Context: an optimization exercise on an open-source flow, tuned for small area. The choices shown serve that exercise and are no tape-out recipe. Where RTL was checked, it was by simulation tests only, not by an equivalence proof against the original. For run 2, only the layout was checked, not whether the RTL still works. Power and IR drop assume default switching activity.

[design/flow/config.mk]
export PLATFORM = sky130hd
export DESIGN_NAME = data_mem_sweep
export DESIGN_NICKNAME = data_mem_sweep
export VERILOG_FILES = /design/flow/design.v
export SDC_FILE = /design/flow/constraint.sdc
export NUM_CORES = 4
export LEC_CHECK = 0
export CAP_MARGIN = 20
export CORE_MARGIN = 2
export CORE_UTILIZATION = 55
export SLEW_MARGIN = 20
[design/flow/constraint.sdc]
create_clock -name core_clock -period 10.0 [get_ports {Clk}]
set_input_delay 2.0000 -clock core_clock [delete_from_list [all_inputs] [get_ports {Clk}]]
set_output_delay 2.0000 -clock core_clock [all_outputs]
set_load 0.01 [all_outputs]
[design/flow/design.v]
module data_mem_sweep #(
  parameter int DW    = 8,
  parameter int AW    = 8,
  parameter int DEPTH = 1 << AW,
  parameter int CW    = 16
) (
  input  logic          Clk,
  input  logic          Reset,
  input  logic          WriteEn,
  input  logic          ClearReq,
  input  logic [AW-1:0] DataAddress,
  input  logic [DW-1:0] DataIn,
  output logic [DW-1:0] DataOut,
  output logic          Busy,
  output logic          WrErr,
  output logic [CW-1:0] WrCount
);
  typedef enum logic {
    CLEAR = 1'b0,
    READY = 1'b1
  } state_t;
  localparam logic [AW:0]   DEPTH_W = (AW+1)'(DEPTH);
  localparam logic [AW-1:0] LAST    = AW'(DEPTH - 1);
  localparam logic [CW-1:0] CNT_MAX = '1;
  state_t        state, state_n;
  logic [AW-1:0] ptr, ptr_n;
  logic          busy_n;
  logic [DW-1:0] core [DEPTH];
  logic addr_ok;
  logic wr_ok;
  logic wr_drop;
  assign addr_ok = ({1'b0, DataAddress} < DEPTH_W);
  assign wr_ok   = (state == READY) && WriteEn && !ClearReq && addr_ok;
  assign wr_drop = WriteEn && !wr_ok;
  always_comb begin
    state_n = state;
    ptr_n   = ptr;
    busy_n  = Busy;
    case (state)
      CLEAR: begin
        ptr_n = ptr + AW'(1);
        if (ptr == LAST) begin
          state_n = READY;
          busy_n  = 1'b0;
          ptr_n   = '0;
        end
      end
      READY: begin
        if (ClearReq) begin
          state_n = CLEAR;
          ptr_n   = '0;
          busy_n  = 1'b1;
        end
      end
      default: begin
        state_n = CLEAR;
        ptr_n   = '0;
        busy_n  = 1'b1;
      end
    endcase
  end
  always_ff @(posedge Clk) begin
    if (Reset) begin
      state   <= CLEAR;
      ptr     <= '0;
      Busy    <= 1'b1;
      WrErr   <= 1'b0;
      WrCount <= '0;
    end else begin
      state <= state_n;
      ptr   <= ptr_n;
      Busy  <= busy_n;
      WrErr <= wr_drop;
      if (wr_ok && (WrCount != CNT_MAX)) begin
        WrCount <= WrCount + CW'(1);
      end
    end
  end
  always_ff @(posedge Clk) begin
    if (!Reset) begin
      if (state == CLEAR) begin
        core[ptr] <= '0;
      end else if (wr_ok) begin
        core[DataAddress] <= DataIn;
      end
    end
  end
  always_comb begin
    DataOut = '0;
    if (!Busy && addr_ok) begin
      DataOut = core[DataAddress];
    end
  end
endmodule
[design/flow/run.sh]
#!/bin/bash
# synth_recipe.tcl (not shown) runs the flow's synth.tcl, then flattens the netlist and writes it again
# the make line also repeats each setting of config.mk as NAME=value (left out here)
make -C /OpenROAD-flow-scripts/flow DESIGN_CONFIG=/design/flow/config.mk WORK_HOME=/design/flow/orfs CLKGATE_MAP_FILE= SYNTH_SCRIPT=/design/flow/synth_recipe.tcl finish
==> results of run 1 <==
## sequential cells by signal, indices dropped and copies added (netlist names)
signal and cells:
core 2048, WrCount 16, ptr 8, Busy 1, WrErr 1, state 1
## synthesized netlist by cell type, types with 10 or more instances
master / n
buf_2: 36
nand4_1: 17
mux2_2: 14
nand2_1: 109
a2111oi_0: 26
mux2i_1: 282
nor4_1: 16
o21ai_0: 47
o21ai_1: 19
clkbuf_1: 129
buf_4: 46
nand3b_1: 15
nand2b_1: 10
a221oi_1: 12
mux4_2: 374
buf_6: 24
buf_1: 13
o22ai_1: 92
a211o_1: 10
a211oi_1: 23
dfxtp_1: 27
or3_1: 20
nor2b_1: 10
o221ai_1: 52
nor3_1: 50
and2_1: 17
nand3_1: 58
edfxtp_1: 2048
nor2_1: 356
a22oi_1: 48
a21oi_1: 58
## layer usage
metal	part of all wire (%)	wire length [um]
met1	41	92270
met2	46	102800
met3	9.7	21820
met4	3.5	7952
met5	0.026	59
## worst register-to-register path, delay by kind of cell, from the launching register on
kind                   cells  cell delay (ns)
AND/OR/NAND/NOR            5             2.25
buffers and inverters      2             0.93
AO/OA/AOI/OAI              1             0.40
flip-flops                 1             0.61
## final timing paths
path / startpoint / endpoint / slack [ns] / cells past startpoint
max: DataAddress[5] / DataOut[7] / 0.54 / 9
min: WrCount[9] / WrCount[9] / 0.51 / 2
max reg2reg: state / core[37][5] / 5.44 / 8
min reg2reg: WrCount[9] / WrCount[9] / 0.51 / 2
## cells by family after synthesis
group / share of synthesized area [%]
flops: 76.37
compound gates: 3.864
simple gates: 3.830
mux: 14.08
xor+xnor: 0.1402
fa+ha+maj: 0.03080
buf+inv: 1.686
## area by class of cell
class	count	area, um2
Inverter	9	35.03
Fill cell	10540	56680
Clock inverter	127	1082
Antenna cell	2	5.005
Clock buffer	257	5399
Timing Repair Buffer	166	1549
Sequential cell	2075	62040
Tap cell	1930	2415
Multi-Input combinational cell	1835	17930
## per-stage QoR
stage | std cells | power [mW] | instance area, um2
after floorplan | 4168 | 9.968 | 81240
after global placement | 6011 | 10.19 | 83900
after detailed placement | 6012 | 10.19 | 83920
after CTS | 6396 | 17.58 | 90400
after global routing | 6399 | 17.93 | 90450
final | 6401 | 17.51 | 90460
## power by group through the flow
stage | Combinational (mW) | Sequential (mW) | Clock, mW
4_1_cts | 0.594 | 9.42 | 7.57
2_1_floorplan | 0.370 | 9.60 | 0
6_report | 0.597 | 9.42 | 7.49
5_1_grt | 0.615 | 9.41 | 7.90
3_5_place_dp | 0.593 | 9.60 | 0
3_3_place_gp | 0.593 | 9.60 | 0
==> flow_summary.yaml, run 1 <==
critical_path:
  cp-end-kind: "primary output"
  worstPathArrival_ns: 7.46
  worstSetupStartpointType: "primary input"
  path_max_fanout: 21
  cp_top_family: "simple AND/OR/NAND/NOR gates"
  worstPathCellList: "clkdlybuf4s50_1 > nand2b_1 > nor2_1 > nand2_1 > a2111oi_0 > nor3_1 > o2111ai_1 > o22ai_1 > clkdlybuf4s50_1"
  slowest_delay_ns: 1.27
  cpMaxStageDelayCell: "clkdlybuf4s50_1"
  cpMostUsedCell: "clkdlybuf4s50_1"
  crit_buf_inv: 2
  crit_type: "primary input to primary output"
  required_ns: 8.00
synthesis:
  syn_nets: 4190
  yosysTopAreaCellShare_pct: 75.70
  synth_ff_type: "edfxtp_1"
  synth_cells: 4168
  synth-edff-count: 2048
  syn_area_per_cell_um2: 19.49
  syn_area_um2: 81240
  yosysWarningCount: 1
  synth_cell_types: 65
  async_reset_ff_share_pct: 0
  ys_ff_latch: 2075
  ys_seq_area_share_pct: 76.37
  synthTopCellsByArea: "edfxtp_1 76%, mux4_2 10%, mux2i_1 3.5%, nor2_1 1.6%, o22ai_1 0.71%"
  yosys.area.top_type: "edfxtp_1"
outcome:
  status: "no timing/DRC/antenna violations"
timing:
  fmax_ghz: 0.1057
  slew_headroom_pct: 7.472
  worst_clock_skew_ns: 0.01867
  setup_viol: 0
  fin_crit_ns: 9.458
  fin_hold_ws_ns: 0.5125
  post-route-period-util_pct: 94.58
  final_hold_viol_count: 0
  fin_tns_setup_ns: 0
  worst_pin_slew_ns: 1.370
  timing.final.ws_setup_ns: 0.5424
  rsz0062_at_grt: "false"
  drv_slew: 0
placed_design:
  place_ws_ns: 0.7261
  gp_congestion: 0.9142
  hpwl_mm: 140.3
  port_buffers: 45
clocking:
  cts_setup_buffers: 0
  cts.clk_slew.worst_paths_ns: 0.06
  cts_tree: "yes"
  holdBufCountCts: 0
  clockBufferDepth: 3
  clock_latency_ns: 0.83
  cts_buffers: 204
  ctsRootBufferMaster: "clkbuf_16"
  cts_max_level: 4
  cts_sinks: 2075
  post_cts_resize_count: 0
global_routing:
  grt-busiest-layer: "met2"
  grtUsageMet1_pct: 43.94
  grt.overflow.total: 0
  grt_max_degree: 215
  use_met2_pct: 45.06
  antenna_found_initial: 5
  grt_pass1_vias: 41570
  grt_use_met3_pct: 7.261
  grt_pass1_wl_mm: 316.9
  grtUsageTotal_pct: 30.02
power:
  p_int_mw: 13.85
  ir_drop_mv: 0.1648
  leakage_nw: 28.37
  switching_share_pct: 20.86
  powerDensity_nw_per_um2: 193.5
  power_frac_comb_pct: 3.4
  seqPwrFrac_pct: 53.8
  pwr-share-clk_pct: 42.8
  p_sw_mw: 3.652
drt:
  drt-initial-drc-count: 5726
  wirelength_mm: 224.9
  route.detailed.drc: 0
  antenna_left: 0
  wl_per_cell_um: 35.14
  vias: 42540
  dr.pass1.iters: 8
  viasPerCell: 6.646
floorplan:
  initial_core_util_pct: 55.22
  fp.dieArea_um2: 150800
  die_h_um: 388.3
  rows: 141
  chipWidth_um: 388.3
  io_pins: 46
  core_area_um2: 147100
finish:
  post-route-util_pct: 61.48
  final_cell_mix: "2,048 x edfxtp_1, 374 x mux4_2, 348 x nor2_1"
  layout.nets: 4313
  area_delta_synth_final_pct: 11.34
  layout-drive-gt1-share_pct: 18.44
  final_common_cell: "edfxtp_1"
flow_run:
  drv_cap: 0
min_path:
  min_path_type: "flip-flop to flip-flop"
==> inputs of run 2 (changes only) <==
==> design/flow/design.v (replaced) <==
module data_mem_sweep #(
  parameter int DW    = 8,
  parameter int AW    = 8,
  parameter int DEPTH = 1 << AW,
  parameter int CW    = 16
) (
  input  logic          Clk,
  input  logic          Reset,
  input  logic          WriteEn,
  input  logic          ClearReq,
  input  logic [AW-1:0] DataAddress,
  input  logic [DW-1:0] DataIn,
  output logic [DW-1:0] DataOut,
  output logic          Busy,
  output logic          WrErr,
  output logic [CW-1:0] WrCount
);
  logic [7:0] ptr;
  logic wr_ok;
  assign wr_ok = !Busy && WriteEn && !ClearReq;
  logic arr_we;
  assign arr_we = !Reset && (Busy || wr_ok);
  logic [7:0] a;
  assign a = Busy ? ptr : DataAddress;
  logic [DW-1:0] dcol;
  assign dcol = arr_we ? (DataIn & {DW{!Busy}}) : {DW{1'b1}};
  logic [15:0] rhi, rlo;
  always_comb begin
    for (int i = 0; i < 16; i++) begin
      rhi[i] = (a[7:4] == 4'(i));
      rlo[i] = (a[3:0] == 4'(i));
    end
  end
  logic [255:0] sel_n, setw;
  logic [DW*256-1:0] rd_q;
  for (genvar w = 0; w < 256; w++) begin : g_word
    logic [DW-1:0] q;
    assign sel_n[w] = !(rhi[w/16] && rlo[w%16]);
    assign setw[w]  = !sel_n[w] && arr_we;
    data_mem_sweep_word #(.DW(DW)) u_word (
      .Clk(Clk), .set(setw[w]), .sel_n(sel_n[w]), .d(dcol), .q(q)
    );
    assign rd_q[DW*w +: DW] = q;
  end
  logic [DW-1:0] grp [32];
  for (genvar g = 0; g < 32; g++) begin : g_rd
    data_mem_sweep_rd8 #(.DW(DW)) u_rd (
      .q(rd_q[DW*8*g +: DW*8]), .sel_n(sel_n[8*g +: 8]), .y(grp[g])
    );
  end
  always_comb begin
    DataOut = {DW{!Busy}};
    for (int g = 0; g < 32; g++) DataOut = DataOut & grp[g];
  end
  always_ff @(posedge Clk) begin
    if (Reset) begin
      ptr     <= '0;
      Busy    <= 1'b1;
      WrErr   <= 1'b0;
      WrCount <= '0;
    end else begin
      WrErr <= WriteEn && !wr_ok;
      if (Busy) begin
        ptr <= ptr + 8'd1;
        if (ptr == 8'hFF) Busy <= 1'b0;
      end else if (ClearReq) begin
        Busy <= 1'b1;
      end
      if (wr_ok && (WrCount != 16'hFFFF)) WrCount <= WrCount + 16'd1;
    end
  end
endmodule
module data_mem_sweep_word #(
  parameter int DW = 8
) (
  input  logic          Clk,
  input  logic          set,
  input  logic          sel_n,
  input  logic [DW-1:0] d,
  output logic [DW-1:0] q
);
  always_ff @(posedge Clk) begin
    q <= (q | {DW{set}}) & ({DW{sel_n}} | d);
  end
endmodule
module data_mem_sweep_rd8 #(
  parameter int DW = 8
) (
  input  logic [DW*8-1:0] q,
  input  logic [7:0]    sel_n,
  output logic [DW-1:0] y
);
  always_comb begin
    y = '1;
    for (int i = 0; i < 8; i++) y = y & (q[DW*i +: DW] | {DW{sel_n[i]}});
  end
endmodule
--- a/design/flow/config.mk
+++ b/design/flow/config.mk
@@ -9,3 +9,4 @@
 export CORE_MARGIN = 2
 export CORE_UTILIZATION = 55
 export SLEW_MARGIN = 20
+export SYNTH_HIERARCHICAL = 1
==> run 2 against run 1 <==
Against the previous run: first-iteration DRC count down 4.0%; final area down 7.1%; fmax shrank 1.6%; flip-flop and latch count is 1 lower; via count rose by 41%; still clean on timing, DRC and antenna; die area fell by 2.3%; register-to-register slack lost 0.09 ns; wire length grew 9.6%; largest cell class unchanged.
==> flow_summary.yaml, run 2 <==
global_routing:
  grt_pass1_wl_mm: 364.5
  antenna_found_initial: 13
  grt.overflow.total: 0
  grtUsageTotal_pct: 32.57
  grt_pass1_vias: 55460
  grt_max_degree: 167
drt:
  wl_per_cell_um: 28.29
  wirelength_mm: 246.6
  antenna_left: 0
  route.detailed.drc: 0
  dr.pass1.iters: 6
  viasPerCell: 6.866
  vias: 59850
  drt-initial-drc-count: 5495
synthesis:
  synth_cell_types: 50
  yosysWarningCount: 10
  synth_commonest_cells: "2,074 x dfxtp_1, 2,051 x o22a_1, 1,027 x o22ai_1"
  synth_cells: 7116
  synth_compound_area_share_pct: 31.35
  ys_seq_area_share_pct: 52.33
  synth_xor_area_share_pct: 0.06623
  syn_area_um2: 79340
  synth.most_common_cell: "dfxtp_1"
  synth_top_family_by_area: "compound AO/OA/AOI/OAI gates"
  syn_nets: 7138
  synth-simple-area-share_pct: 8.145
  synthTopCellsByArea: "dfxtp_1 52%, o22a_1 23%, o22ai_1 8.1%, buf_6 4.6%, nor4_2 4.0%"
  async_reset_ff_share_pct: 0
  synthAdderAreaFrac_pct: 0.03154
  synth_ff_type: "dfxtp_1"
  syn_area_per_cell_um2: 11.15
  yosysTopAreaCellShare_pct: 52.33
  ys_ff_latch: 2074
  synthMuxAreaShare_pct: 0.01262
  synth-edff-count: 0
  yosys.area.top_type: "dfxtp_1"
finish:
  final_cell_mix: "2,073 x dfxtp_1, 2,051 x o22a_1, 1,027 x o22ai_1"
  final_design_area_no_fill_um2: 84050
  largest_registers: "g_word.u_word.q x2048, WrCount x16, ptr x8"
  final_common_cell: "dfxtp_1"
  nFillCells: 12190
  area_delta_synth_final_pct: 5.941
  regMostFlops: "g_word.u_word.q"
  layout.nets: 6658
  layout-drive-gt1-share_pct: 10.96
  largest_reg_flops: 2048
timing:
  drv_slew: 0
  slew_headroom_pct: 20.80
  rsz0062_at_grt: "false"
  setup_viol: 0
  final_hold_viol_count: 0
  fin_tns_setup_ns: 0
  worst_clock_skew_ns: 0.03001
  fmax_ghz: 0.1040
  worst_pin_slew_ns: 1.178
  fin_crit_ns: 9.614
  post-route-period-util_pct: 96.14
clocking:
  cts_setup_buffers: 0
  clock_latency_ns: 0.84
  cts_tree: "yes"
  clockBufferDepth: 3
  post_cts_resize_count: 0
  cts_max_level: 4
  ctsRootBufferMaster: "clkbuf_16"
  cts_sinks: 2074
  holdBufCountCts: 0
  cts.clk_slew.worst_paths_ns: 0.06
  cts_buffers: 205
critical_path:
  worstPathArrival_ns: 7.61
  required_ns: 8.00
  cpMostUsedCell: "clkdlybuf4s50_1"
  cp-end-kind: "primary output"
  worstSetupStartpointType: "primary input"
  worstPathCellList: "clkdlybuf4s50_1 > a2bb2oi_1 > nor2_1 > buf_4 > nand2_1 > o22ai_1 > nor4_2 > nand4_1 > or4_1 > nor3_1 > clkdlybuf4s50_1"
  crit_type: "primary input to primary output"
  path_max_fanout: 16
  worst-path-stages: 11
  crit_buf_inv: 3
  slowest_delay_ns: 0.78
  r2r_cells: 8
  cp_top_family: "simple AND/OR/NAND/NOR gates"
  cpMaxStageDelayCell: "or4_1"
placed_design:
  gp_congestion: 0.8808
  port_buffers: 45
  hpwl_mm: 157.6
  dpl-instance-area_um2: 77150
flow_run:
  drv_cap: 0
power:
  ir_drop_mv: 0.1596
  leakage_nw: 30.79
  powerDensity_nw_per_um2: 204.8
floorplan:
  core_area_um2: 143500
  initial_core_util_pct: 55.30
  chipWidth_um: 383.8
  rows: 139
  io_pins: 46
  fp.dieArea_um2: 147300
  die_h_um: 383.8
outcome:
  status: "no timing/DRC/antenna violations"
min_path:
  min_path_cells: 1
  min_path_type: "flip-flop to flip-flop"
[run 2: cell count changes in the layout (fill, tap and decap cells not counted), sizes merged, moves of 74 or more]
cell    before   now
edfxtp    2048     0
dfxtp       27  2074
o22a         4  2051
o22ai       92  1027
mux4       375     0
mux2i      282     1
nor4        16   259
nand2      109   291
clkbuf     257   331
[run 2: kinds of logic after synthesis]
logic type	after synthesis
adder cells (fa/ha/maj)	2
AO/OA/AOI/OAI	3147
AND/OR/NAND/NOR	1016
flip-flops	2074
XOR/XNOR	6
buffers and inverters	870
multiplexers	1
[run 2: metrics by stage]
| step | instances | total power, mW | hold slack, ns | setup slack [ns] | utilization, % |
|---|---|---|---|---|---|
| 6_report | 8717 | 17.22 | 0.4696 | 0.3858 | 58.58 |
| 4_1_cts | 8711 | 17.31 | 0.4750 | 0.4434 | 58.57 |
| 3_3_place_gp | 8331 | 9.526 | 0.4537 | 0.4588 | 53.75 |
| 3_5_place_dp | 8332 | 9.555 | 0.4616 | 0.4582 | 53.77 |
| 5_1_grt | 8714 | 17.73 | 0.4805 | 0.2755 | 58.58 |
| 2_1_floorplan | 7116 | 9.317 | 0.4486 | 2.596 | - |
[run 2: routing by layer]
layer	global-route usage (%)	wire length (um)	share of wire [%]
met3	5.111	15770	6.4
met2	50.91	111700	45
met5	0	72	0.029
met1	44.92	108700	44
met4	13.36	10350	4.2
[run 2: cell type report]
cell class | instances | area, um2 | share of cell area [%]
well taps | 1903 | 2381 | 2.833
diodes | 6 | 15.01 | 0.01786
inverters | 13 | 48.80 | 0.05805
flip-flops and latches | 2074 | 41520 | 49.40
repair buffers | 170 | 1471 | 1.751
multi-input cells | 4172 | 31730 | 37.75
clock inverters | 48 | 550.5 | 0.6550
clock buffers | 331 | 6336 | 7.538
[run 2: path summary, 6_finish.rpt]
check / to / slack (ns) / start
worst max-delay path: DataOut[7] / 0.39 / DataAddress[7]
worst min-delay path: g_word[27].u_word.q[7] / 0.47 / g_word[27].u_word.q[7]
worst max register to register: g_word[98].u_word.q[5] / 5.35 / Busy
worst min register to register: g_word[27].u_word.q[7] / 0.47 / g_word[27].u_word.q[7]
[run 2: worst register-to-register path: cells and delay by family (launching register included)]
| family | cells | cell delay [ns] |
|---|---|---|
| flops | 1 | 0.57 |
| compound gates | 3 | 0.75 |
| buf+inv | 5 | 3.27 |
[run 2: report_power, final]
part	leakage [nW]	internal [mW]	switching (mW)
combinational	10.5	0.301	0.360
clock	3.40	4.59	3.24
sequential	16.9	8.56	0.156
==> inputs of run 3 (changes only) <==
--- a/design/flow/design.v
+++ b/design/flow/design.v
@@ -42,15 +42,15 @@
     );
     assign rd_q[DW*w +: DW] = q;
   end
-  logic [DW-1:0] grp [32];
-  for (genvar g = 0; g < 32; g++) begin : g_rd
-    data_mem_sweep_rd8 #(.DW(DW)) u_rd (
-      .q(rd_q[DW*8*g +: DW*8]), .sel_n(sel_n[8*g +: 8]), .y(grp[g])
+  logic [DW-1:0] grp_n [16];
+  for (genvar g = 0; g < 16; g++) begin : g_rd
+    data_mem_sweep_rd16 #(.DW(DW)) u_rd (
+      .q(rd_q[DW*16*g +: DW*16]), .sel_n(sel_n[16*g +: 16]), .y_n(grp_n[g])
     );
   end
   always_comb begin
     DataOut = {DW{!Busy}};
-    for (int g = 0; g < 32; g++) DataOut = DataOut & grp[g];
+    for (int g = 0; g < 16; g++) DataOut = DataOut & ~grp_n[g];
   end
   always_ff @(posedge Clk) begin
     if (Reset) begin
@@ -83,15 +83,17 @@
     q <= (q | {DW{set}}) & ({DW{sel_n}} | d);
   end
 endmodule
-module data_mem_sweep_rd8 #(
+module data_mem_sweep_rd16 #(
   parameter int DW = 8
 ) (
-  input  logic [DW*8-1:0] q,
-  input  logic [7:0]    sel_n,
-  output logic [DW-1:0] y
+  input  logic [DW*16-1:0] q,
+  input  logic [15:0]      sel_n,
+  output logic [DW-1:0]    y_n
 );
+  logic [DW-1:0] y;
   always_comb begin
     y = '1;
-    for (int i = 0; i < 8; i++) y = y & (q[DW*i +: DW] | {DW{sel_n[i]}});
+    for (int i = 0; i < 16; i++) y = y & (q[DW*i +: DW] | {DW{sel_n[i]}});
+    y_n = ~y;
   end
 endmodule
--- a/design/flow/config.mk
+++ b/design/flow/config.mk
@@ -8,5 +8,7 @@
 export CAP_MARGIN = 20
 export CORE_MARGIN = 2
 export CORE_UTILIZATION = 55
+export CTS_CLUSTER_DIAMETER = 150
+export CTS_CLUSTER_SIZE = 24
 export SLEW_MARGIN = 20
 export SYNTH_HIERARCHICAL = 1
==> run 3 against run 2 <==
Against the previous run: fmax shrank 2.8%; area after synthesis is essentially flat; non-clock buffer count grew 31; synthesized cell count grew 4.8%; critical path type unchanged; highest routed layer unchanged.
==> flow_summary.yaml, run 3 <==
min_path:
  min_path_cells: 1
  min_path_type: "flip-flop to flip-flop"
  hold_path.startpoint: "g_word[121].u_word.q[0]"
drt:
  wl_per_cell_um: 28.69
  vias: 60730
  wirelength_mm: 253.1
  route.detailed.drc: 0
  viasPerCell: 6.884
  antenna_left: 0
  dr.pass1.iters: 5
  drt-initial-drc-count: 6084
floorplan:
  initial_core_util_pct: 55.29
  fp.dieArea_um2: 147300
  core_area_um2: 143500
  rows: 139
  chipWidth_um: 383.8
  die_h_um: 383.8
  io_pins: 46
power:
  total_power_mw: 13.83
  powerDensity_nw_per_um2: 173.9
  ir_drop_mv: 0.1525
  leakage_nw: 28.77
placed_design:
  placed_cells: 8711
  gp_congestion: 0.9083
  hpwl_mm: 160.4
  port_buffers: 45
critical_path:
  required_ns: 8.00
  cp-end-kind: "primary output"
  slowest_delay_ns: 0.93
  crit_buf_inv: 3
  worstSetupStartpointType: "primary input"
  rr_startpoint: "Busy"
  crit_type: "primary input to primary output"
  cp_top_family: "simple AND/OR/NAND/NOR gates"
  r2r_cells: 8
  path_max_fanout: 16
  worstPathCellList: "clkdlybuf4s50_1 > nor2b_1 > a32oi_2 > nor2_4 > buf_4 > nand2_1 > o22ai_1 > nor2_1 > nand4_1 > nor4_1 > nand4_1 > nor4_1 > clkdlybuf4s50_1"
  startpoint: "DataAddress[2]"
  cpMaxStageDelayCell: "nor4_1"
  worst-path-stages: 13
  worstPathArrival_ns: 7.90
synthesis:
  async_reset_ff_share_pct: 0
  yosysTopAreaCellShare_pct: 52.33
  synth_commonest_cells: "2,074 x dfxtp_1, 2,051 x o22a_1, 1,026 x o22ai_1"
  syn_nets: 7483
  ys_seq_area_share_pct: 52.33
  synth_cell_types: 60
  synth_ff_type: "dfxtp_1"
  synthTopCellsByArea: "dfxtp_1 52%, o22a_1 23%, o22ai_1 8.1%, buf_6 5.5%, nor2_1 3.8%"
  yosysWarningCount: 10
  synth.most_common_cell: "dfxtp_1"
  synth-edff-count: 0
  yosys.area.top_type: "dfxtp_1"
  ys_ff_latch: 2074
  syn_area_um2: 79340
  synth_cells: 7461
  syn_area_per_cell_um2: 10.63
outcome:
  status: "no timing/DRC/antenna violations"
timing:
  fin_tns_setup_ns: 0
  drv_slew: 0
  fin_crit_ns: 9.895
  worst_pin_slew_ns: 1.186
  fin_hold_ws_ns: 0.4785
  fmax_ghz: 0.1011
  rsz0062_at_grt: "false"
  slew_headroom_pct: 20.85
  worst_clock_skew_ns: 0.03467
  post-route-period-util_pct: 98.95
  setup_viol: 0
  final_hold_viol_count: 0
finish:
  multi_input_area_um2: 31230
  layout.nets: 6928
  layout-drive-gt1-share_pct: 4.905
  post-route-util_pct: 55.40
  seqCellArea_um2: 41520
  fin_cells: 8821
  largest_registers: "g_word.u_word.q x2048, WrCount x16, ptr x8"
  final_common_cell: "dfxtp_1"
  final_cell_mix: "2,073 x dfxtp_1, 2,051 x o22a_1, 1,026 x o22ai_1"
  area_delta_synth_final_pct: 0.1971
  largest_reg_flops: 2048
  nFillCells: 12760
  regMostFlops: "g_word.u_word.q"
clocking:
  holdBufCountCts: 0
  cts_setup_buffers: 0
  cts_sinks: 2074
  ctsRootBufferMaster: "clkbuf_16"
  cts_tree: "yes"
  cts_buffers: 96
  post_cts_resize_count: 0
  clock_latency_ns: 0.76
  cts_max_level: 3
  cts.clk_slew.worst_paths_ns: 0.08
  clockBufferDepth: 3
global_routing:
  grtUsageTotal_pct: 33.23
  grt_pass1_wl_mm: 370.8
  antenna_found_initial: 8
  grt_max_degree: 150
  grt.overflow.total: 0
  grt_pass1_vias: 56000
flow_run:
  drv_cap: 0
==> run 3: metrics by stage <==
stage               setup WS (ns)  cell area, um2
floorplan                   2.595           79370
global placement          -0.1368           76830
detailed placement         0.2035           76910
CTS                        0.1800           79470
global route              0.05708           79490
finish                     0.1048           79490
==> run 3: path summary, 6_finish.rpt <==
kind,to,slack [ns]
setup reg to reg,g_word[104].u_word.q[2],5.37
hold reg to reg,g_word[121].u_word.q[0],0.48
setup / recovery,DataOut[3],0.10
hold / removal,g_word[121].u_word.q[0],0.48
==> run 3: report_power, final <==
part	switching, mW	total (mW)	leakage (nW)	internal, mW
Clock	2.63	4.44	1.26	1.81
Sequential	0.158	8.71	16.8	8.55
Combinational	0.382	0.679	10.7	0.297
Total	3.17	13.8	28.8	10.7
==> run 3: logic make-up (layout without fill, tap and decap cells) <==
family | Yosys count | after routing | share of synthesized area (%)
compound gates | 3137 | 3137 | 31.33
xor+xnor | 5 | 5 | 0.05521
fa+ha+maj | 2 | 2 | 0.03154
buf+inv | 866 | 317 | 8.724
flops | 2074 | 2074 | 52.33
mux | 10 | 10 | 0.1388
other cells | 0 | 6 | 0
simple gates | 1367 | 1367 | 7.389
==> run 3: layer usage <==
metal / routed length (um) / vias up / GRT usage, %
li1: - / 27440 / -
met1: 110900 / 30660 / 46.25
met2: 114700 / 2213 / 52.66
met3: 17310 / 412 / 4.412
met4: 10240 / 2 / 12.30
met5: 10 / - / 0
==> run 3: cell type report <==
class | count | area share [%]
Antenna cell | 6 | 0.01889
Clock buffer | 101 | 3.179
Inverter | 12 | 0.05666
Timing Repair Buffer | 201 | 2.188
Tap cell | 1903 | 2.995
Sequential cell | 2074 | 52.23
Multi-Input combinational cell | 4521 | 39.29
Clock inverter | 3 | 0.04250
==> inputs of run 4 (changes only) <==
==> design/flow/design.v (replaced) <==
module data_mem_sweep #(
  parameter int DW    = 8,
  parameter int AW    = 8,
  parameter int DEPTH = 1 << AW,
  parameter int CW    = 16
) (
  input  logic          Clk,
  input  logic          Reset,
  input  logic          WriteEn,
  input  logic          ClearReq,
  input  logic [AW-1:0] DataAddress,
  input  logic [DW-1:0] DataIn,
  output logic [DW-1:0] DataOut,
  output logic          Busy,
  output logic          WrErr,
  output logic [CW-1:0] WrCount
);
  logic [7:0] ptr;
  logic wr_ok;
  assign wr_ok = !Busy && WriteEn && !ClearReq;
  logic arr_we;
  assign arr_we = !Reset && (Busy || wr_ok);
  logic [7:0] a;
  assign a = Busy ? ptr : DataAddress;
  logic [DW-1:0] dcol;
  assign dcol = (!Reset && wr_ok) ? DataIn : '0;
  logic [15:0] rhi, rlo, rlo_we;
  always_comb begin
    for (int i = 0; i < 16; i++) begin
      rhi[i]    = (a[7:4] == 4'(i));
      rlo[i]    = (a[3:0] == 4'(i));
      rlo_we[i] = rlo[i] && arr_we;
    end
  end
  logic [255:0]      sel;
  logic [DW*256-1:0] rd_q;
  for (genvar w = 0; w < 256; w++) begin : g_word
    logic hold;
    assign sel[w] = rhi[w/16] && rlo[w%16];
    assign hold   = !(rhi[w/16] && rlo_we[w%16]);
    data_mem_sweep_word #(.DW(DW)) u_word (
      .Clk(Clk), .sel(sel[w]), .hold(hold), .d(dcol), .q(rd_q[DW*w +: DW])
    );
  end
  logic [DW-1:0] grp [21];
  logic [DW-1:0] tail_n;
  for (genvar g = 0; g < 21; g++) begin : g_rd
    data_mem_sweep_rd12 #(.DW(DW)) u_rd (
      .q(rd_q[DW*12*g +: DW*12]), .sel(sel[12*g +: 12]), .y(grp[g])
    );
  end
  data_mem_sweep_rd3 #(.DW(DW)) u_rd_tail (
    .q(rd_q[DW*252 +: DW*3]), .sel(sel[252 +: 3]), .y_n(tail_n)
  );
  always_comb begin
    DataOut = ~tail_n | (rd_q[DW*255 +: DW] & {DW{sel[255]}});
    for (int g = 0; g < 21; g++) DataOut = DataOut | grp[g];
    DataOut = DataOut & {DW{!Busy}};
  end
  always_ff @(posedge Clk) begin
    if (Reset) begin
      ptr     <= '0;
      Busy    <= 1'b1;
      WrErr   <= 1'b0;
      WrCount <= '0;
    end else begin
      WrErr <= WriteEn && !wr_ok;
      if (Busy) begin
        ptr <= ptr + 8'd1;
        if (ptr == 8'hFF) Busy <= 1'b0;
      end else if (ClearReq) begin
        Busy <= 1'b1;
      end
      if (wr_ok && (WrCount != 16'hFFFF)) WrCount <= WrCount + 16'd1;
    end
  end
endmodule
module data_mem_sweep_word #(
  parameter int DW = 8
) (
  input  logic          Clk,
  input  logic          sel,
  input  logic          hold,
  input  logic [DW-1:0] d,
  output logic [DW-1:0] q
);
  always_ff @(posedge Clk) begin
    q <= ({DW{sel}} & d) | ({DW{hold}} & q);
  end
endmodule
module data_mem_sweep_rd3 #(
  parameter int DW = 8
) (
  input  logic [DW*3-1:0] q,
  input  logic [2:0]      sel,
  output logic [DW-1:0]   y_n
);
  always_comb begin
    y_n = '0;
    for (int i = 0; i < 3; i++) y_n = y_n | (q[DW*i +: DW] & {DW{sel[i]}});
    y_n = ~y_n;
  end
endmodule
module data_mem_sweep_rd12 #(
  parameter int DW = 8
) (
  input  logic [DW*12-1:0] q,
  input  logic [11:0]      sel,
  output logic [DW-1:0]    y
);
  logic [DW-1:0] t_n [4];
  for (genvar k = 0; k < 4; k++) begin : g_rd3
    data_mem_sweep_rd3 #(.DW(DW)) u_rd3 (
      .q(q[DW*3*k +: DW*3]), .sel(sel[3*k +: 3]), .y_n(t_n[k])
    );
  end
  assign y = ~(t_n[0] & t_n[1] & t_n[2] & t_n[3]);
endmodule
--- a/design/flow/config.mk
+++ b/design/flow/config.mk
@@ -6,9 +6,12 @@
 export NUM_CORES = 4
 export LEC_CHECK = 0
 export CAP_MARGIN = 20
+export CELL_PAD_IN_SITES_DETAIL_PLACEMENT = 1
+export CELL_PAD_IN_SITES_GLOBAL_PLACEMENT = 1
 export CORE_MARGIN = 2
-export CORE_UTILIZATION = 55
-export CTS_CLUSTER_DIAMETER = 150
-export CTS_CLUSTER_SIZE = 24
+export CORE_UTILIZATION = 45
+export CTS_BUF_LIST = sky130_fd_sc_hd__clkbuf_8
+export CTS_CLUSTER_DIAMETER = 80
+export CTS_CLUSTER_SIZE = 16
 export SLEW_MARGIN = 20
 export SYNTH_HIERARCHICAL = 1
==> run 4 against run 3 <==
Against the previous run: now fails the layout checks on negative setup slack; wire length is 10% higher; via count is 1.5% lower; combinational power is 79% lower; critical path type unchanged; sequential share of layout area is 0.15 points lower; register-to-register slack better by 0.21 ns.
==> flow_summary.yaml, run 4 <==
outcome:
  status: "failed layout checks"
  so_faults: "negative setup slack"
clocking:
  cts_sinks: 2074
  cts_buffers: 148
  cts_setup_buffers: 0
  clockBufferDepth: 3
  cts_max_level: 4
  ctsRootBufferMaster: "clkbuf_8"
  cts_tree: "yes"
  clock_latency_ns: 0.98
  cts.clk_slew.worst_paths_ns: 0.10
placed_design:
  hpwl_mm: 175.1
  port_buffers: 45
  gp_congestion: 0.8309
global_routing:
  grt_max_degree: 152
  grt_pass1_wl_mm: 411.0
  antenna_found_initial: 16
  grt_pass1_vias: 57990
  grtUsageTotal_pct: 31.04
  grt.overflow.total: 0
floorplan:
  fp.dieArea_um2: 173800
  chipWidth_um: 416.9
  rows: 151
  initial_core_util_pct: 45.31
  io_pins: 46
  die_h_um: 416.9
  core_area_um2: 169300
timing:
  drv_slew: 0
  worst_clock_skew_ns: 0.02939
  worst_pin_slew_ns: 1.219
  fin_tns_setup_ns: -0.04164
  rsz0062_at_grt: "false"
  final_hold_viol_count: 0
  fmax_ghz: 0.09959
  slew_headroom_pct: 17.96
  timing.final.ws_setup_ns: -0.04164
  setup_viol: 1
  post-route-period-util_pct: 100.4
  fin_crit_ns: 10.04
finish:
  largest_registers: "g_word.u_word.q x2048, WrCount x16, ptr x8"
  post-route-util_pct: 47.09
  layout-drive-gt1-share_pct: 9.454
  layout.nets: 6307
  regMostFlops: "g_word.u_word.q"
  final_common_cell: "dfxtp_1"
  area_delta_synth_final_pct: 3.938
  final_cell_mix: "2,073 x dfxtp_1, 2,049 x a22o_1, 680 x a222oi_1"
  largest_reg_flops: 2048
synthesis:
  yosys.area.top_type: "dfxtp_1"
  ys_ff_latch: 2074
  yosysTopAreaCellShare_pct: 54.13
  synthTopCellsByArea: "dfxtp_1 54%, a22o_1 23%, a222oi_1 8.9%, buf_6 3.8%, buf_2 1.9%"
  synth_ff_type: "dfxtp_1"
  synth-simple-area-share_pct: 5.644
  synth_compound_area_share_pct: 32.99
  synth_xor_area_share_pct: 0.07993
  synth-edff-count: 0
  synthAdderAreaFrac_pct: 0.03263
  syn_nets: 6575
  synthMuxAreaShare_pct: 0.04241
  synth.most_common_cell: "dfxtp_1"
  synth_cells: 6553
  yosysWarningCount: 12
  syn_area_um2: 76700
  syn_area_per_cell_um2: 11.70
  synth_commonest_cells: "2,074 x dfxtp_1, 2,049 x a22o_1, 680 x a222oi_1"
  synth_cell_types: 58
  async_reset_ff_share_pct: 0
  synth_top_family_by_area: "compound AO/OA/AOI/OAI gates"
  ys_seq_area_share_pct: 54.13
critical_path:
  slowest_delay_ns: 1.04
  cp-end-kind: "primary output"
  startpoint: "DataAddress[2]"
  rr_startpoint: "Busy"
  cp_top_family: "buffers and inverters"
  cpMostUsedCell: "buf_4"
  path_max_fanout: 12
  worstSetupStartpointType: "primary input"
  worstPathArrival_ns: 8.04
  required_ns: 8.00
  cpMaxStageDelayCell: "nor4_1"
  crit_type: "primary input to primary output"
  worstPathCellList: "clkdlybuf4s50_1 > and3b_1 > o22ai_4 > buf_4 > nor2_1 > buf_4 > a222oi_1 > nand4_1 > nor4_1 > buf_4 > nand4_1 > buf_4 > nor4_1 > buf_4 > o22ai_1 > clkdlybuf4s50_1"
  crit_buf_inv: 7
power:
  powerDensity_nw_per_um2: 158.3
  leakage_nw: 28.42
  ir_drop_mv: 0.1286
drt:
  dr.pass1.iters: 7
  top_layer: "met5"
  met2_length_mm: 123.8
  viasPerCell: 7.008
  dr_wl_met3_mm: 17.22
  wl_per_cell_um: 32.65
  wl_met1_mm: 128.9
  route.detailed.drc: 0
  vias: 59800
  antenna_left: 0
  wirelength_mm: 278.6
  drt-initial-drc-count: 8667
min_path:
  min_path_type: "flip-flop to flip-flop"
  hold_path.startpoint: "g_word[183].u_word.q[2]"
flow_run:
  drv_cap: 0
[run 4: metal layers]
| metal | up-vias | track usage (%) |
|---|---|---|
| met4 | 2 | 9.844 |
| met2 | 2135 | 47.42 |
| met1 | 31230 | 45.25 |
| li1 | 26050 | - |
| met3 | 375 | 4.090 |
| met5 | - | 0 |
[run 4: kinds of logic (layout without fill, tap and decap cells)]
group | Yosys count | in the layout
flip-flops | 2074 | 2074
XOR/XNOR | 7 | 7
buffers and inverters | 774 | 525
adder cells (fa/ha/maj) | 2 | 2
AND/OR/NAND/NOR | 898 | 898
other | 0 | 11
AO/OA/AOI/OAI | 2795 | 2795
multiplexers | 3 | 3
[run 4: power breakdown]
group	leakage, nW	switching, mW	internal (mW)	total (mW)
clock network	1.20	2.73	1.46	4.19
registers	16.7	0.0138	8.27	8.29
logic	10.5	0.102	0.0398	0.142
total	28.4	2.84	9.78	12.6
[run 4: path summary, 6_finish.rpt]
check,endpoint,slack [ns],cells after the start
min reg2reg,g_word[183].u_word.q[2],0.48,1
max reg2reg,g_word[115].u_word.q[4],5.58,7
min,g_word[183].u_word.q[2],0.48,1
max,DataOut[2],-0.04,16
[run 4: cell type report]
cell class | count | area, um2
antenna | 11 | 27.53
inverter | 4 | 15.01
timing repair buffer | 352 | 2945
clock buffer | 160 | 2202
clock inverter | 9 | 70.07
sequential | 2074 | 41520
fill | 17730 | 89560
tap | 2218 | 2775
multi-input combinational | 3705 | 30170
[run 4: repair_timing]
item,CTS,global route
hold buffers,0,0
endpoints found under the hold margin,0,0
setup endpoints to repair,0,1
resized for setup,0,1
[run 4: metrics by stage]
step	cell area, um2	power, mW	instances	hold slack [ns]	setup slack, ns
2_1_floorplan	76700	8.532	6553	0.4388	2.522
3_3_place_gp	77180	8.614	8340	0.4511	0.06640
3_5_place_dp	77280	8.618	8345	0.4521	0.05274
4_1_cts	79550	12.74	8514	0.4820	0.03937
5_1_grt	79710	13.05	8529	0.4906	0.1365
6_report	79720	12.62	8533	0.4785	-0.04164
==> inputs of run 5 (changes only) <==
--- a/design/flow/config.mk
+++ b/design/flow/config.mk
@@ -6,10 +6,8 @@
 export NUM_CORES = 4
 export LEC_CHECK = 0
 export CAP_MARGIN = 20
-export CELL_PAD_IN_SITES_DETAIL_PLACEMENT = 1
-export CELL_PAD_IN_SITES_GLOBAL_PLACEMENT = 1
 export CORE_MARGIN = 2
-export CORE_UTILIZATION = 45
+export CORE_UTILIZATION = 58
 export CTS_BUF_LIST = sky130_fd_sc_hd__clkbuf_8
 export CTS_CLUSTER_DIAMETER = 80
 export CTS_CLUSTER_SIZE = 16
==> run 5 against run 4 <==
Against the previous run: still fails the layout checks on negative setup slack; combinational power down 7%; cell count down 6.5%; worst hold slack worse by 0.0012 ns; clock power down 4%; final area down 1.6%; non-clock buffer count down 74; clock skew down 0.0025 ns; flip-flop and latch count unchanged; largest cell class unchanged; largest power group unchanged; highest routed layer unchanged.
==> flow_summary.yaml, run 5 <==
outcome:
  status: "failed layout checks"
  so_faults: "negative setup slack"
synthesis:
  ys_ff_latch: 2074
  syn_area_per_cell_um2: 11.70
  syn_area_um2: 76700
  syn_nets: 6575
  synthTopCellsByArea: "dfxtp_1 54%, a22o_1 23%, a222oi_1 8.9%, buf_6 3.8%, buf_2 1.9%"
  synth.most_common_cell: "dfxtp_1"
  synth_cells: 6553
  synth_cell_types: 58
  yosysWarningCount: 12
  async_reset_ff_share_pct: 0
  synth_ff_type: "dfxtp_1"
  synth-edff-count: 0
  yosysTopAreaCellShare_pct: 54.13
  ys_seq_area_share_pct: 54.13
  synth_commonest_cells: "2,074 x dfxtp_1, 2,049 x a22o_1, 680 x a222oi_1"
  yosys.area.top_type: "dfxtp_1"
placed_design:
  gp_congestion: 0.8948
  hpwl_mm: 151.9
  dpl-instance-area_um2: 76130
  port_buffers: 45
timing:
  timing.final.ws_setup_ns: -0.1723
  fin_crit_ns: 10.17
  final_hold_viol_count: 0
  post-route-period-util_pct: 101.7
  drv_slew: 0
  worst_pin_slew_ns: 1.266
  worst_clock_skew_ns: 0.02686
  fin_tns_setup_ns: -0.1799
  fmax_ghz: 0.09831
  rsz0062_at_grt: "false"
  fin_hold_ws_ns: 0.4774
  slew_headroom_pct: 15.62
  setup_viol: 2
global_routing:
  grt_pass1_vias: 53380
  grt_pass1_wl_mm: 361.6
  grt_max_degree: 167
  grt.overflow.total: 0
  antenna_found_initial: 11
  grtUsageTotal_pct: 34.68
finish:
  final_common_cell: "dfxtp_1"
  nFillCells: 10850
  layout.nets: 6232
  final_design_area_no_fill_um2: 78440
  post-route-util_pct: 59.74
  largest_registers: "g_word.u_word.q x2048, WrCount x16, ptr x8"
  seqCellArea_um2: 41520
  multi_input_area_um2: 30090
  layout-drive-gt1-share_pct: 7.891
  area_delta_synth_final_pct: 2.263
  largest_reg_flops: 2048
  final_cell_mix: "2,073 x dfxtp_1, 2,049 x a22o_1, 680 x a222oi_1"
  regMostFlops: "g_word.u_word.q"
critical_path:
  crit_type: "primary input to primary output"
  rrSetupSlack_ns: 5.56
  required_ns: 8.00
  cp-end-kind: "primary output"
  worstPathArrival_ns: 8.17
  worstSetupStartpointType: "primary input"
  path_max_fanout: 13
clocking:
  cts_tree: "yes"
  ctsRootBufferMaster: "clkbuf_8"
  cts_max_level: 4
  cts_sinks: 2074
  cts_buffers: 147
  clockBufferDepth: 3
  cts.clk_slew.worst_paths_ns: 0.09
  clock_latency_ns: 0.93
  holdBufCountCts: 0
drt:
  viasPerCell: 7.426
  drt-initial-drc-count: 11540
  route.detailed.drc: 0
  wirelength_mm: 244.5
  wl_per_cell_um: 30.64
  dr.pass1.iters: 10
  vias: 59260
  antenna_left: 0
power:
  powerDensity_nw_per_um2: 158.6
  total_power_mw: 12.44
  leakage_nw: 28.00
  ir_drop_mv: 0.1431
floorplan:
  die_h_um: 367.7
  initial_core_util_pct: 58.42
  chipWidth_um: 367.7
  fp.dieArea_um2: 135200
  io_pins: 46
  rows: 133
  core_area_um2: 131300
flow_run:
  drv_cap: 0
min_path:
  min_path_type: "flip-flop to flip-flop"
==> run 5: cell counts after synthesis <==
Identical to the previous run, type by type.
==> run 5: power breakdown <==
part / internal, mW / leakage, nW / switching, mW
sequential: 8.27 / 16.7 / 0.0138
clock: 1.40 / 1.13 / 2.62
combinational: 0.0383 / 10.2 / 0.0936
total: 9.71 / 28.0 / 2.72
==> run 5: area by class of cell <==
cell class / instances / area share [%]
timing repair buffer: 278 / 3.098
tap: 1755 / 2.800
antenna: 3 / 0.009571
clock buffer: 156 / 2.737
clock inverter: 5 / 0.03988
inverter: 4 / 0.01914
multi-input combinational: 3705 / 38.36
sequential: 2074 / 52.94
==> run 5: logic make-up (layout without fill, tap and decap cells) <==
logic type / Yosys count / in the layout / share of synthesized area (%)
AOI/OAI and AO/OA: 2795 / 2795 / 32.99
xor gates and xnor gates: 7 / 7 / 0.07993
adders and majority gates: 2 / 2 / 0.03262
buffers and inverters: 774 / 443 / 7.080
DFF: 2074 / 2074 / 54.13
muxes: 3 / 3 / 0.04241
other: 0 / 3 / 0
and+or+nand+nor: 898 / 898 / 5.644
==> run 5: path summary, 6_finish.rpt <==
| check | startpoint | end | depth (start not counted) |
|---|---|---|---|
| min reg2reg | g_word[107].u_word.q[3] | g_word[107].u_word.q[3] | 1 |
| min | g_word[107].u_word.q[3] | g_word[107].u_word.q[3] | 1 |
| max reg2reg | Busy | g_word[184].u_word.q[7] | 8 |
| max | DataAddress[1] | DataOut[2] | 13 |
==> run 5: worst max-delay path: stages <==
cell             delay (ns)
clkdlybuf4s50_1        0.52
and3b_1                0.38
o22ai_4                0.97
nor2_1                 0.53
a222oi_1               0.52
nand4_1                0.36
nor4_1                 0.93
buf_4                  0.27
nand4_1                0.29
nor4_1                 0.59
buf_4                  0.21
o22ai_1                0.08
clkdlybuf4s50_1        0.51
==> run 5: timing repair <==
item / CTS / global route
setup buffers: 5 / 0
hold endpoints to repair: 0 / 0
endpoints found under the setup margin: 1 / 0
gates resized for setup: 0 / 0
==> run 5: metal layers <==
layer / wire, um / vias to the layer above / global-route usage, %
met5: 54 / - / 0
met4: 8471 / 8 / 12.00
met3: 24230 / 409 / 6.187
met2: 104500 / 3309 / 50.12
met1: 107200 / 29650 / 51.78
li1: - / 25880 / -
==> run 5: metrics by stage <==
stage	setup slack, ns	instances
after floorplan	2.522	6553
after global placement	-0.4484	7803
after detailed placement	-0.06466	7809
after CTS	0.02223	7975
after global routing	0.05208	7980
final	-0.1723	7980
==> inputs of run 6 (changes only) <==
--- a/design/flow/config.mk
+++ b/design/flow/config.mk
@@ -11,5 +11,6 @@
 export CTS_BUF_LIST = sky130_fd_sc_hd__clkbuf_8
 export CTS_CLUSTER_DIAMETER = 80
 export CTS_CLUSTER_SIZE = 16
+export SETUP_SLACK_MARGIN = 0.4
 export SLEW_MARGIN = 20
 export SYNTH_HIERARCHICAL = 1
==> run 6 against run 5 <==
Against the previous run: now clean on timing, DRC and antenna; combinational power is essentially flat; die area unchanged; worst hold slack lost 0.00078 ns; final area grew 0.17%; critical endpoint unchanged; largest power group unchanged.
==> flow_summary.yaml, run 6 <==
outcome:
  status: "no timing/DRC/antenna violations"
clocking:
  clock_latency_ns: 0.93
  cts_tree: "yes"
  ctsRootBufferMaster: "clkbuf_8"
  cts_max_level: 4
  cts_buffers: 147
  cts.clk_slew.worst_paths_ns: 0.09
  holdBufCountCts: 0
  clockBufferDepth: 3
  cts_sinks: 2074
finish:
  largest_reg_flops: 2048
  largest_registers: "g_word.u_word.q x2048, WrCount x16, ptr x8"
  regMostFlops: "g_word.u_word.q"
  post-route-util_pct: 59.84
  nFillCells: 10850
  area_delta_synth_final_pct: 2.434
  final_common_cell: "dfxtp_1"
  multi_input_area_um2: 30110
  final_design_area_no_fill_um2: 78570
  layout.nets: 6243
  fin_cells: 7992
  final_cell_mix: "2,073 x dfxtp_1, 2,049 x a22o_1, 680 x a222oi_1"
  seqCellArea_um2: 41520
  layout-drive-gt1-share_pct: 8.118
floorplan:
  fp.dieArea_um2: 135200
  io_pins: 46
  initial_core_util_pct: 58.42
  rows: 133
  core_area_um2: 131300
  die_h_um: 367.7
  chipWidth_um: 367.7
timing:
  drv_slew: 0
  slew_headroom_pct: 18.65
  rsz0062_at_grt: "false"
  post-route-period-util_pct: 96.16
  fin_tns_setup_ns: 0
  fin_crit_ns: 9.616
  worst_pin_slew_ns: 1.217
  fmax_ghz: 0.1040
  final_hold_viol_count: 0
  setup_viol: 0
  worst_clock_skew_ns: 0.03113
  fin_hold_ws_ns: 0.4766
drt:
  antenna_left: 0
  drt-initial-drc-count: 11630
  wirelength_mm: 244.8
  vias: 59170
  wl_per_cell_um: 30.64
  route.detailed.drc: 0
  dr.pass1.iters: 13
  viasPerCell: 7.404
synthesis:
  ys_ff_latch: 2074
  synth-edff-count: 0
  yosys.area.top_type: "dfxtp_1"
  synth.most_common_cell: "dfxtp_1"
  yosysTopAreaCellShare_pct: 54.13
  ys_seq_area_share_pct: 54.13
  synthTopCellsByArea: "dfxtp_1 54%, a22o_1 23%, a222oi_1 8.9%, buf_6 3.8%, buf_2 1.9%"
  synth_cells: 6553
  syn_area_um2: 76700
  syn_nets: 6575
  yosysWarningCount: 12
  synth_cell_types: 58
  synth_commonest_cells: "2,074 x dfxtp_1, 2,049 x a22o_1, 680 x a222oi_1"
  async_reset_ff_share_pct: 0
  syn_area_per_cell_um2: 11.70
  synth_ff_type: "dfxtp_1"
critical_path:
  rr_startpoint: "Busy"
  crit_buf_inv: 4
  startpoint: "DataAddress[0]"
  worstPathCellList: "clkdlybuf4s50_1 > nor3b_2 > o22ai_4 > nor2_1 > a222oi_1 > nand4_1 > nor4_2 > buf_4 > nand4_1 > nor4_1 > buf_4 > o22ai_1 > clkdlybuf4s50_1"
  slowest_delay_ns: 0.75
  required_ns: 8.00
  worstPathArrival_ns: 7.62
  cpMaxStageDelayCell: "o22ai_4"
  cp_top_family: "simple AND/OR/NAND/NOR gates"
  path_max_fanout: 16
  worstSetupStartpointType: "primary input"
  cp-end-kind: "primary output"
  crit_type: "primary input to primary output"
placed_design:
  gp_congestion: 0.8948
  dpl-instance-area_um2: 76130
  placed_cells: 7809
  hpwl_mm: 151.9
  port_buffers: 45
min_path:
  min_path_type: "flip-flop to flip-flop"
  hold_path.startpoint: "g_word[240].u_word.q[7]"
power:
  powerDensity_nw_per_um2: 158.2
  leakage_nw: 28.07
  ir_drop_mv: 0.1430
global_routing:
  grtUsageTotal_pct: 34.76
  grt_pass1_vias: 53530
  grt_max_degree: 167
  antenna_found_initial: 10
  grt_pass1_wl_mm: 362.2
  grt.overflow.total: 0
flow_run:
  drv_cap: 0
## run 6: cell counts after synthesis
Identical to the previous run, type by type.
## run 6: final timing paths
| kind | cells after the start | endpoint | slack, ns |
|---|---|---|---|
| min reg2reg | 1 | g_word[240].u_word.q[7] | 0.48 |
| min | 1 | g_word[240].u_word.q[7] | 0.48 |
| max | 13 | DataOut[2] | 0.38 |
| max reg2reg | 8 | g_word[184].u_word.q[7] | 5.55 |
## run 6: stage by stage
step           power [mW]  setup slack [ns]
2_1_floorplan       8.532             2.522
3_3_place_gp        8.602           -0.4484
3_5_place_dp        8.606          -0.06466
4_1_cts             12.49            0.4659
5_1_grt             12.80            0.4245
6_report            12.43            0.3841
## run 6: report_power, final
part	switching [mW]	leakage (nW)	internal [mW]
logic	0.0937	10.2	0.0387
registers	0.0138	16.7	8.27
clock network	2.61	1.13	1.40
total	2.72	28.1	9.71
## run 6: area by class of cell
class | count | area share [%]
Antenna cell | 4 | 0.01274
Clock buffer | 156 | 2.733
Clock inverter | 5 | 0.03981
Inverter | 4 | 0.01911
Multi-Input combinational cell | 3705 | 38.32
Sequential cell | 2074 | 52.85
Tap cell | 1755 | 2.795
Timing Repair Buffer | 289 | 3.230
## run 6: metal layers
metal / vias to the layer above / track usage [%] / wire length [um]
met5: - / 0 / 39
met4: 6 / 12.15 / 8838
met3: 429 / 6.226 / 23800
met2: 3316 / 50.24 / 104400
met1: 29510 / 51.79 / 107700
li1: 25910 / - / -
## run 6: cells by family (layout without fill, tap and decap cells)
| family | count (synthesis) | after routing | synth area share [%] |
|---|---|---|---|
| other | 0 | 4 | 0 |
| DFF | 2074 | 2074 | 54.13 |
| AOI/OAI and AO/OA | 2795 | 2795 | 32.99 |
| adders and majority gates | 2 | 2 | 0.03262 |
| muxes | 3 | 3 | 0.04241 |
| buffers and inverters | 774 | 454 | 7.080 |
| and+or+nand+nor | 898 | 898 | 5.644 |
| xor gates and xnor gates | 7 | 7 | 0.07993 |
## run 6: timing repair
action / CTS / global route
setup buffers: 16 / 0
pin swaps: 4 / 0
hold endpoints to repair: 0 / 0
endpoints found under the setup margin: 5 / 1
cloned: 0 / 0
resized for setup: 2 / 2
## run 6: worst register-to-register path: stages (launching register included)
cell and delay (ns):
dfxtp_2 0.48, buf_4 0.34, nor2_1 0.34, nand2_1 0.35, nor2_1 0.52, and2_4 0.63, buf_4 0.62, buf_12 0.57
a22o_1 0.56
==> inputs of run 7 (changes only) <==
==> design/flow/flow/run.sh (new file) <==
#!/bin/bash
set -euo pipefail
export BUFFER_PORTS_ARGS="-buffer_cell sky130_fd_sc_hd__buf_1"
export CTS_ARGS="-sink_clustering_enable -repair_clock_nets -sink_clustering_size 16 -sink_clustering_max_diameter 80 -buf_list sky130_fd_sc_hd__clkbuf_8 -dont_use_dummy_load"
bash standard.sh finish > flow_make.log 2>&1
==> design/flow/standard.sh (new file) <==
#!/bin/bash
# synth_recipe.tcl (not shown) runs the flow's synth.tcl, then flattens the netlist and writes it again
# the make line also repeats each setting of config.mk as NAME=value (left out here)
make -C /OpenROAD-flow-scripts/flow DESIGN_CONFIG=/design/flow/config.mk WORK_HOME=/design/flow/orfs CLKGATE_MAP_FILE= SYNTH_SCRIPT=/design/flow/synth_recipe.tcl "${@:-finish}"
--- a/design/flow/config.mk
+++ b/design/flow/config.mk
@@ -6,11 +6,12 @@
 export NUM_CORES = 4
 export LEC_CHECK = 0
 export CAP_MARGIN = 20
+export CELL_PAD_IN_SITES_DETAIL_PLACEMENT = 1
+export CELL_PAD_IN_SITES_GLOBAL_PLACEMENT = 1
 export CORE_MARGIN = 2
-export CORE_UTILIZATION = 58
+export CORE_UTILIZATION = 45
 export CTS_BUF_LIST = sky130_fd_sc_hd__clkbuf_8
 export CTS_CLUSTER_DIAMETER = 80
 export CTS_CLUSTER_SIZE = 16
-export SETUP_SLACK_MARGIN = 0.4
 export SLEW_MARGIN = 20
 export SYNTH_HIERARCHICAL = 1
removed: design/flow/run.sh
==> run 7 against run 6 <==
Against the previous run: via count rose by 0.46%; largest cell class unchanged; sequential power barely moved; largest power group unchanged; wire length grew 13%; non-clock buffer count up 16.
==> flow_summary.yaml, run 7 <==
finish:
  layout-drive-gt1-share_pct: 8.353
  largest_reg_flops: 2048
  area_delta_synth_final_pct: 2.643
  final_common_cell: "dfxtp_1"
  layout.nets: 6261
  largest_registers: "g_word.u_word.q x2048, WrCount x16, ptr x8"
  regMostFlops: "g_word.u_word.q"
  final_cell_mix: "2,073 x dfxtp_1, 2,049 x a22o_1, 680 x a222oi_1"
power:
  p_sw_mw: 2.798
  leakage_nw: 27.93
  power_frac_comb_pct: 1.0
  seqPwrFrac_pct: 66.6
  pwr-share-clk_pct: 32.4
  switching_share_pct: 22.48
  p_int_mw: 9.647
  ir_drop_mv: 0.1538
  powerDensity_nw_per_um2: 158.1
clocking:
  cts_setup_buffers: 0
  cts_tree: "yes"
  cts.clk_slew.worst_paths_ns: 0.09
  post_cts_resize_count: 0
  cts_max_level: 4
  holdBufCountCts: 0
  cts_sinks: 2074
  cts_buffers: 149
  clockBufferDepth: 3
  ctsRootBufferMaster: "clkbuf_8"
  clock_latency_ns: 0.99
synthesis:
  yosysWarningCount: 12
  yosysTopAreaCellShare_pct: 54.13
  synth-edff-count: 0
  synth_ff_type: "dfxtp_1"
  synth_cell_types: 58
  syn_area_um2: 76700
  syn_area_per_cell_um2: 11.70
  synth_commonest_cells: "2,074 x dfxtp_1, 2,049 x a22o_1, 680 x a222oi_1"
  ys_seq_area_share_pct: 54.13
  syn_nets: 6575
  yosys.area.top_type: "dfxtp_1"
  synthTopCellsByArea: "dfxtp_1 54%, a22o_1 23%, a222oi_1 8.9%, buf_6 3.8%, buf_2 1.9%"
  ys_ff_latch: 2074
  async_reset_ff_share_pct: 0
  synth_cells: 6553
  synth.most_common_cell: "dfxtp_1"
timing:
  fin_hold_ws_ns: 0.4772
  fin_tns_setup_ns: 0
  timing.final.ws_setup_ns: 0.8791
  final_hold_viol_count: 0
  worst_pin_slew_ns: 1.317
  fin_crit_ns: 9.121
  slew_headroom_pct: 12.22
  drv_slew: 0
  worst_clock_skew_ns: 0.04581
  setup_viol: 0
  post-route-period-util_pct: 91.21
  fmax_ghz: 0.1096
  rsz0062_at_grt: "false"
critical_path:
  worstSetupStartpointType: "primary input"
  path_max_fanout: 16
  required_ns: 8.00
  crit_type: "primary input to primary output"
  r2r_cells: 7
  worstPathArrival_ns: 7.12
  cp-end-kind: "primary output"
floorplan:
  initial_core_util_pct: 45.31
  core_area_um2: 169300
  chipWidth_um: 416.9
  fp.dieArea_um2: 173800
  io_pins: 46
  die_h_um: 416.9
  rows: 151
global_routing:
  grt_pass1_vias: 57170
  grt_pass1_wl_mm: 406.7
  grt.overflow.total: 0
  grtUsageTotal_pct: 30.76
  grt_max_degree: 160
  antenna_found_initial: 15
drt:
  viasPerCell: 7.021
  antenna_left: 0
  wirelength_mm: 276.2
  dr.pass1.iters: 10
  route.detailed.drc: 0
  wl_per_cell_um: 32.62
  vias: 59440
  drt-initial-drc-count: 8543
placed_design:
  place_ws_ns: 0.8974
  port_buffers: 45
  gp_congestion: 0.8614
  hpwl_mm: 174.5
flow_run:
  drv_cap: 0
min_path:
  min_path_type: "flip-flop to flip-flop"
  min_path_cells: 1
outcome:
  status: "no timing/DRC/antenna violations"
-- run 7: metal layers --
metal	global-route usage (%)	vias up	routed length (um)
li1	-	25950	-
met5	0	-	25
met1	45.15	31060	128100
met3	3.727	385	16160
met4	8.960	4	8183
met2	47.27	2047	123700
-- run 7: cell type report --
type                       count  area (um2)
clock buffer                 149        2051
inverter                       4       15.01
timing repair buffer         305        2226
tap                         2218        2775
multi-input combinational   3705       30110
antenna                       11       27.53
sequential                  2074       41520
fill                       17780       90550
-- run 7: kinds of logic (layout without fill, tap and decap cells) --
group,Yosys count,count (layout),share of synthesized area [%]
AO/OA/AOI/OAI,2795,2795,32.99
other,0,11,0
buffers and inverters,774,458,7.080
flip-flops,2074,2074,54.13
XOR/XNOR,7,7,0.07993
adder cells (fa/ha/maj),2,2,0.03262
AND/OR/NAND/NOR,898,898,5.644
multiplexers,3,3,0.04241
-- run 7: path summary, 6_finish.rpt --
check / startpoint / end / slack, ns
worst max-delay path: DataAddress[1] / DataOut[1] / 0.88
worst min register to register: g_word[110].u_word.q[0] / g_word[110].u_word.q[0] / 0.48
worst max register to register: Busy / g_word[111].u_word.q[6] / 5.87
worst min-delay path: g_word[110].u_word.q[0] / g_word[110].u_word.q[0] / 0.48
-- run 7: per-stage QoR --
stage                     std cells  cell area [um2]  power [mW]  utilization [%]
after floorplan                6553            76700       8.532                -
after global placement         8293            76440       8.601            45.15
after detailed placement       8297            76510       8.605            45.20
after CTS                      8446            78560       12.57            46.41
after global routing           8459            78710       12.85            46.50
final                          8466            78730       12.45            46.51
-- run 7: power groups by stage --
stage          clock (mW)  combinational, mW  sequential, mW
2_1_floorplan           0             0.0579            8.47
3_3_place_gp            0              0.123            8.48
3_5_place_dp            0              0.126            8.48
4_1_cts              4.15              0.126            8.29
5_1_grt              4.43              0.131            8.29
6_report             4.03              0.129            8.29
-- run 7: worst max-delay path: stages --
cell and delay, ns:
buf_1 0.32, nor3_2 0.19, o22ai_4 0.77, buf_4 0.50, nor2_1 0.34, a222oi_1 0.63
nand4_1 0.36, nor4b_1 0.65, buf_4 0.22, nand4_1 0.27, nor4_1 0.54, o22ai_1 0.14
buf_1 0.16
==> inputs of run 8 (changes only) <==
--- a/design/flow/config.mk
+++ b/design/flow/config.mk
@@ -10,8 +10,6 @@
 export CELL_PAD_IN_SITES_GLOBAL_PLACEMENT = 1
 export CORE_MARGIN = 2
 export CORE_UTILIZATION = 45
-export CTS_BUF_LIST = sky130_fd_sc_hd__clkbuf_8
-export CTS_CLUSTER_DIAMETER = 80
-export CTS_CLUSTER_SIZE = 16
+export PLACE_DENSITY = 0.8
 export SLEW_MARGIN = 20
 export SYNTH_HIERARCHICAL = 1
==> run 8 against run 7 <==
Against the previous run: still clean on timing, DRC and antenna; combinational power about the same; die area unchanged; wire length shrank 5.5%; register-to-register slack got worse by 0.08 ns; clock power down 2%; non-clock buffer count is 52 lower; first-iteration DRC count is 16% higher; synthesized cell count unchanged; power is 0.67% lower; sequential power barely moved.
==> flow_summary.yaml, run 8 <==
floorplan:
  die_h_um: 416.9
  rows: 151
  core_area_um2: 169300
  io_pins: 46
  fp.dieArea_um2: 173800
  chipWidth_um: 416.9
  initial_core_util_pct: 45.31
timing:
  post-route-period-util_pct: 94.59
  slew_headroom_pct: 15.08
  fin_crit_ns: 9.459
  final_hold_viol_count: 0
  fin_tns_setup_ns: 0
  worst_clock_skew_ns: 0.1017
  setup_viol: 0
  rsz0062_at_grt: "false"
  fin_hold_ws_ns: 0.4726
  fmax_ghz: 0.1057
  worst_pin_slew_ns: 1.262
  drv_slew: 0
synthesis:
  synth_ff_type: "dfxtp_1"
  yosysTopAreaCellShare_pct: 54.13
  syn_area_um2: 76700
  yosysWarningCount: 12
  synth.most_common_cell: "dfxtp_1"
  synth_cells: 6553
  synthTopCellsByArea: "dfxtp_1 54%, a22o_1 23%, a222oi_1 8.9%, buf_6 3.8%, buf_2 1.9%"
  ys_seq_area_share_pct: 54.13
  syn_nets: 6575
  synth_commonest_cells: "2,074 x dfxtp_1, 2,049 x a22o_1, 680 x a222oi_1"
  async_reset_ff_share_pct: 0
  synth-edff-count: 0
  synth_cell_types: 58
  yosys.area.top_type: "dfxtp_1"
  syn_area_per_cell_um2: 11.70
  ys_ff_latch: 2074
drt:
  drt-initial-drc-count: 9919
  vias: 60610
  wl_per_cell_um: 31.03
  viasPerCell: 7.210
  route.detailed.drc: 0
  wirelength_mm: 260.9
  dr.pass1.iters: 10
  antenna_left: 0
critical_path:
  path_max_fanout: 16
  worst-path-stages: 11
  rrSetupSlack_ns: 5.79
  crit_type: "primary input to primary output"
  slowest_delay_ns: 1.11
  cp-end-kind: "primary output"
  worstPathCellList: "buf_1 > and3b_1 > o22ai_4 > nor2_1 > a222oi_1 > nand4_1 > nor4_1 > nand4_1 > nor4_1 > o22ai_1 > buf_1"
  cp_top_family: "simple AND/OR/NAND/NOR gates"
  cpMaxStageDelayCell: "nor4_1"
  crit_buf_inv: 2
  worstSetupStartpointType: "primary input"
  worstPathArrival_ns: 7.46
  r2r_cells: 8
  required_ns: 8.00
power:
  ir_drop_mv: 0.1084
  p_sw_mw: 2.723
  powerDensity_nw_per_um2: 157.7
  total_power_mw: 12.36
  leakage_nw: 27.69
  pwr-share-clk_pct: 31.9
  power_frac_comb_pct: 1.1
  switching_share_pct: 22.03
  p_int_mw: 9.639
  seqPwrFrac_pct: 67.0
finish:
  largest_registers: "g_word.u_word.q x2048, WrCount x16, ptr x8"
  area_delta_synth_final_pct: 2.215
  largest_reg_flops: 2048
  final_cell_mix: "2,073 x dfxtp_1, 2,049 x a22o_1, 680 x a222oi_1"
  layout.nets: 6208
  fin_cells: 8406
  post-route-util_pct: 46.31
  regMostFlops: "g_word.u_word.q"
  final_common_cell: "dfxtp_1"
  layout-drive-gt1-share_pct: 7.649
clocking:
  cts_max_level: 4
  cts_setup_buffers: 0
  cts_tree: "yes"
  cts.clk_slew.worst_paths_ns: 0.04
  clockBufferDepth: 3
  ctsRootBufferMaster: "clkbuf_8"
  post_cts_resize_count: 0
  cts_buffers: 148
  holdBufCountCts: 0
  cts_sinks: 2074
  clock_latency_ns: 0.93
global_routing:
  grt_pass1_vias: 59230
  grt.overflow.total: 0
  antenna_found_initial: 10
  grt_pass1_wl_mm: 390.8
  grtUsageTotal_pct: 28.90
  grt_max_degree: 178
min_path:
  min_path_type: "flip-flop to flip-flop"
  min_path_cells: 1
flow_run:
  drv_cap: 0
placed_design:
  gp_congestion: 0.9075
  hpwl_mm: 165.1
  port_buffers: 45
  placed_cells: 8241
outcome:
  status: "no timing/DRC/antenna violations"
[run 8: path summary, 6_finish.rpt]
check,to,startpoint
hold / removal,g_word[114].u_word.q[7],g_word[114].u_word.q[7]
setup / recovery,DataOut[5],DataAddress[0]
hold reg to reg,g_word[114].u_word.q[7],g_word[114].u_word.q[7]
setup reg to reg,g_word[233].u_word.q[7],Busy
[run 8: cells by family after synthesis]
kind of cell    after synthesis  share of synthesized area (%)
xor+xnor                      7                        0.07993
buf+inv                     774                          7.080
mux                           3                        0.04241
compound gates             2795                          32.99
flops                      2074                          54.13
simple gates                898                          5.644
fa+ha+maj                     2                        0.03262
[run 8: per-layer routing]
layer  part of all wire [%]  global-route usage (%)
met1                     41                   38.79
met2                     45                   44.39
met3                    8.8                   5.419
met4                    5.3                   14.75
met5                 0.0073                       0
[run 8: layout make-up]
type                       instances  area, um2
timing repair buffer             253       1894
tap                             2218       2775
sequential                      2074      41520
multi-input combinational       3705      30150
antenna                            4      10.01
fill                           17730      90880
clock buffer                     148       2037
inverter                           4      15.01
[run 8: stage by stage]
stage,cell area (um2),worst slack (ns)
2_1_floorplan,76700,2.522
3_3_place_gp,76040,0.9366
3_5_place_dp,76130,0.9822
4_1_cts,78160,0.9654
5_1_grt,78400,0.7017
6_report,78400,0.5406
[run 8: power groups by stage]
stage | combinational, mW | clock (mW) | sequential (mW)
2_1_floorplan | 0.0579 | 0 | 8.47
3_3_place_gp | 0.122 | 0 | 8.48
3_5_place_dp | 0.126 | 0 | 8.48
4_1_cts | 0.127 | 4.01 | 8.29
5_1_grt | 0.133 | 4.30 | 8.29
6_report | 0.132 | 3.94 | 8.29
